This is an optimization exercise on Yosys and OpenROAD, whose aim is small area and a short achievable clock period, not a production implementation.
In this exercise RTL edits were held to simulation tests only and were not proved equivalent to the original.

ember:
## saturation_multi
module saturation_multi (
    input  logic          clock,
    input  logic          reset,
    input  logic          in_valid,
    input  logic [127:0]  u,
    input  logic          lim_load,
    input  logic [31:0]   lim_upper,
    input  logic [31:0]   lim_lower,
    input  logic          cnt_clear,
    output logic          out_valid,
    output logic [127:0]  u_sat,
    output logic [131:0]  u_dz,
    output logic [3:0]    sat_hi,
    output logic [3:0]    sat_lo,
    output logic [63:0]   sat_cnt,
    output logic          lim_err,
    output logic [3:0]    rate_act
);
    logic          v1;
    logic [127:0]  u1;
    logic [3:0]    gt1, lt1;
    logic          ld_ok_d;             
    logic [31:0]   rq_hi, rq_lo;        
    logic [31:0]   lim_hi, lim_lo;      
    logic [31:0]   cur_hi, cur_lo;      
    logic          req_bad, ld_ok;
    logic [3:0]    gt_c, lt_c;
    assign cur_hi = ld_ok_d ? rq_hi : lim_hi;
    assign cur_lo = ld_ok_d ? rq_lo : lim_lo;
    sm_in u_in (.u(u), .cur_hi(cur_hi), .cur_lo(cur_lo), .gt(gt_c), .lt(lt_c));
    sm_req u_req (.req_hi(lim_upper), .req_lo(lim_lower), .req_bad(req_bad));
    assign ld_ok = lim_load && !req_bad;
    always_ff @(posedge clock) begin
        u1    <= u;
        gt1   <= gt_c;
        lt1   <= lt_c;
        rq_hi <= lim_upper;
        rq_lo <= lim_lower;
    end
    always_ff @(posedge clock or posedge reset) begin
        if (reset) begin
            v1        <= 1'b0;
            out_valid <= 1'b0;
            ld_ok_d   <= 1'b0;
            lim_hi    <= 32'd100;
            lim_lo    <= 32'd0;
            lim_err   <= 1'b0;
        end else begin
            v1        <= in_valid;
            out_valid <= v1;
            ld_ok_d   <= ld_ok;
            lim_hi    <= cur_hi;
            lim_lo    <= cur_lo;
            if (lim_load)
  ...
clock: 18.0 ns
lec_check: 0
cap_margin: 20
core_margin: 2
core_utilization: 55
cts_buf_list: sky130_fd_sc_hd__clkbuf_4 sky130_fd_sc_hd__clkbuf_8
slew_margin: 20
synth_hierarchical: 1
standard.sh (not shown) runs the stock make flow with config.mk's settings and CLKGATE_MAP_FILE= SYNTH_SCRIPT=/design/flow/synth_recipe.tcl, a recipe that flattens the netlist after the stock synthesis.
==> flow/flow/run.sh <==
#!/bin/bash
# Standard layout with these changes: adders are mapped Brent-Kung (no
# Kogge-Stone extra map), ABC maps the logic to delay targets (input-path
# compares to tighter ones), ports are buffered with buf_1 cells, clock tree
# synthesis adds no dummy loads, and repair_timing is asked for extra setup
# slack.
set -euo pipefail
export FLOW_FLOW_DIR=$PWD/flow
{ head -n 1 synth_recipe.tcl; cat flow/abc_wrap.tcl; tail -n +2 synth_recipe.tcl; } > my_synth.tcl
bash standard.sh SYNTH_SCRIPT=$PWD/my_synth.tcl ADDER_MAP_FILE= SYNTH_OPERATIONS_ARGS=-booth \
    "BUFFER_PORTS_ARGS=-buffer_cell sky130_fd_sc_hd__buf_1" \
    "CTS_ARGS=-sink_clustering_enable -repair_clock_nets -dont_use_dummy_load -buf_list {sky130_fd_sc_hd__clkbuf_4 sky130_fd_sc_hd__clkbuf_8}" \
    SETUP_SLACK_MARGIN=11.5 finish > standard.log 2>&1
==> flow/flow/abc_core.script <==
strash
dch
map -D 3500
strash
dch
map -D 3500
topo
buffer
upsize -D 3500
dnsize -D 3500
==> flow/flow/abc_fast.script <==
strash
dch
map
topo
buffer
upsize
dnsize
==> flow/flow/abc_in.script <==
strash
dch
map -D 2500
strash
dch
map -D 2500
topo
buffer
upsize -D 2500
dnsize -D 2500
==> flow/flow/abc_wrap.tcl <==
# ABC in three passes, each to its own delay target: the limit-request
# check (module sm_req) for delay alone, the stage-1 sample compares
# (module sm_in) to a tight target, the rest of the design to a looser one.
proc abc {args} {
    set i [lsearch -exact $args -script]
    set dir $::env(FLOW_FLOW_DIR)
    yosys abc {*}[lreplace $args $i [expr {$i + 1}] -script $dir/abc_fast.script] sm_req
    yosys abc {*}[lreplace $args $i [expr {$i + 1}] -script $dir/abc_in.script] sm_in
    yosys abc {*}[lreplace $args $i [expr {$i + 1}] -script $dir/abc_core.script]
}
### ember -> onyx
==> flow/flow/run.sh <==
#!/bin/bash
set -euo pipefail
export FLOW_FLOW_DIR=$PWD/flow
{ head -n 1 synth_recipe.tcl; cat flow/abc_wrap.tcl; tail -n +2 synth_recipe.tcl; } > my_synth.tcl
ARGS=(SYNTH_SCRIPT=$PWD/my_synth.tcl ADDER_MAP_FILE= SYNTH_OPERATIONS_ARGS=-booth
      "BUFFER_PORTS_ARGS=-buffer_cell sky130_fd_sc_hd__buf_1"
      "CTS_ARGS=-sink_clustering_enable -repair_clock_nets -dont_use_dummy_load -buf_list {sky130_fd_sc_hd__clkbuf_4 sky130_fd_sc_hd__clkbuf_8}")
bash standard.sh "${ARGS[@]}" SETUP_SLACK_MARGIN=11.75 cts > standard_cts.log 2>&1
bash standard.sh "${ARGS[@]}" SETUP_SLACK_MARGIN=11 finish > standard.log 2>&1
- onyx has completed all stages; timing, DRC and antenna checks passed.
- Number of global-route vias before repair on onyx is up relative to ember.
- | worst setup slack | onyx vs ember | worse |
- Between ember and onyx, count of plain and timing-repair buffers in the layout is higher for ember, onyx comes in under that.
- Relative to ember, onyx improves first-iteration DRC count.
- In terms of clock skew, ember and onyx differ only marginally.
Setup changes, onyx to maple
==> flow/flow/run.sh <==
#!/bin/bash
# Standard layout with these changes: adders are mapped Brent-Kung (no
# Kogge-Stone extra map), ABC maps the logic to delay targets (input-path
# compares to tighter ones), ports are buffered with buf_1 cells, clock tree
# synthesis adds no dummy loads, and repair_timing is asked for extra setup
# slack.
set -euo pipefail
export FLOW_FLOW_DIR=$PWD/flow
{ head -n 1 synth_recipe.tcl; cat flow/abc_wrap.tcl; tail -n +2 synth_recipe.tcl; } > my_synth.tcl
bash standard.sh SYNTH_SCRIPT=$PWD/my_synth.tcl ADDER_MAP_FILE= SYNTH_OPERATIONS_ARGS=-booth \
    "BUFFER_PORTS_ARGS=-buffer_cell sky130_fd_sc_hd__buf_1" \
    "CTS_ARGS=-sink_clustering_enable -repair_clock_nets -dont_use_dummy_load -buf_list {sky130_fd_sc_hd__clkbuf_4 sky130_fd_sc_hd__clkbuf_8}" \
    SETUP_SLACK_MARGIN=11.5 finish > standard.log 2>&1
==> flow/flow/abc_core.script <==
strash
dch
map -D 4000
strash
dch
map -D 4000
topo
buffer
upsize -D 4000
dnsize -D 4000
==> notes.md <==
[compare] base=onyx new=maple: synthesized cell count fell by 252.
[compare] base=onyx new=maple: number of multi-input logic gates went down, final period demand of the worst path went down by 0.062 ns, non-clock buffer count higher, buffer share of cell area saw an increase, post-route standard cell area excluding fillers increased by 5.9% relative to the old numbers.
Diff onyx -> maple: core utilization went up 6.9 points; cell count held.
## Diff of input files: zinc against maple
==> flow/flow/run.sh <==
#!/bin/bash
# Standard layout with these changes: adders are mapped Brent-Kung (no
# Kogge-Stone extra map), ABC maps the logic to a delay target
# (input-path compares to tighter targets), ports are buffered with buf_1
# cells, and repair_timing is asked for extra setup slack.
set -euo pipefail
export FLOW_FLOW_DIR=$PWD/flow
{ head -n 1 synth_recipe.tcl; cat flow/abc_wrap.tcl; tail -n +2 synth_recipe.tcl; } > my_synth.tcl
bash standard.sh SYNTH_SCRIPT=$PWD/my_synth.tcl ADDER_MAP_FILE= SYNTH_OPERATIONS_ARGS=-booth \
    "BUFFER_PORTS_ARGS=-buffer_cell sky130_fd_sc_hd__buf_1" \
    SETUP_SLACK_MARGIN=11.5 finish > standard.log 2>&1
==> flow/flow/abc_core.script <==
strash
dch
map -D 3500
strash
dch
map -D 3500
topo
buffer
upsize -D 3500
dnsize -D 3500
-- flow/config.mk --
<<< maple, line 9
export CORE_MARGIN = 2
export CORE_UTILIZATION = 55
export CTS_BUF_LIST = sky130_fd_sc_hd__clkbuf_4 sky130_fd_sc_hd__clkbuf_8
>>> zinc, line 9
export CORE_MARGIN = 2
export CORE_UTILIZATION = 50
export CTS_BUF_LIST = sky130_fd_sc_hd__clkbuf_4 sky130_fd_sc_hd__clkbuf_8
Summary: with maple as the reference, wire length on met2 in zinc moved up by a little under 10%. Sort zinc and maple by fmax asc -> top: maple. The sequential fraction of total cell area was comparable across zinc and maple. Changes observed in zinc relative to maple: first-iteration DRC count increased by 1058 relative to the old numbers; average cell area after synthesis now sits higher. Comparing zinc and maple, the lower clock-buffer cell count is on maple.

re-timing with driven ports:
In the flow no input, the clock included, has a driving cell. The finished layouts below were timed again as built, in two steps.
Step 1, drivers: a clkbuf_16 drives clock and a buf_2 each remaining input, both assumed.
Step 2 also shifts input and output timing later by t, the mid clock arrival at the registers, as if the neighbouring blocks saw the same clock.
a / b / c = ideal / step 1 / step 2; a / b = the first two.
run	shift t [ns]	slack for setup (ns)	worst setup path at the end	worst register clock-pin slew, ns	worst slew at a driven data input, ns
ember	0.938	11.356 / 11.356 / 10.639	input to register	0.07 / 0.07	0.12
onyx	0.941	11.179 / 11.179 / 10.631	input to register	0.07 / 0.07	0.13
maple	0.901	11.241 / 11.241 / 10.469	input to register	0.07 / 0.07	0.18
zinc	0.942	11.288 / 11.336 / 10.394	input to register	0.08 / 0.08	0.15
After both steps every run listed still meets setup and hold. The setup slack of zinc, which loses most, moves by +0.048 ns with the drivers and by -0.894 ns with both steps.
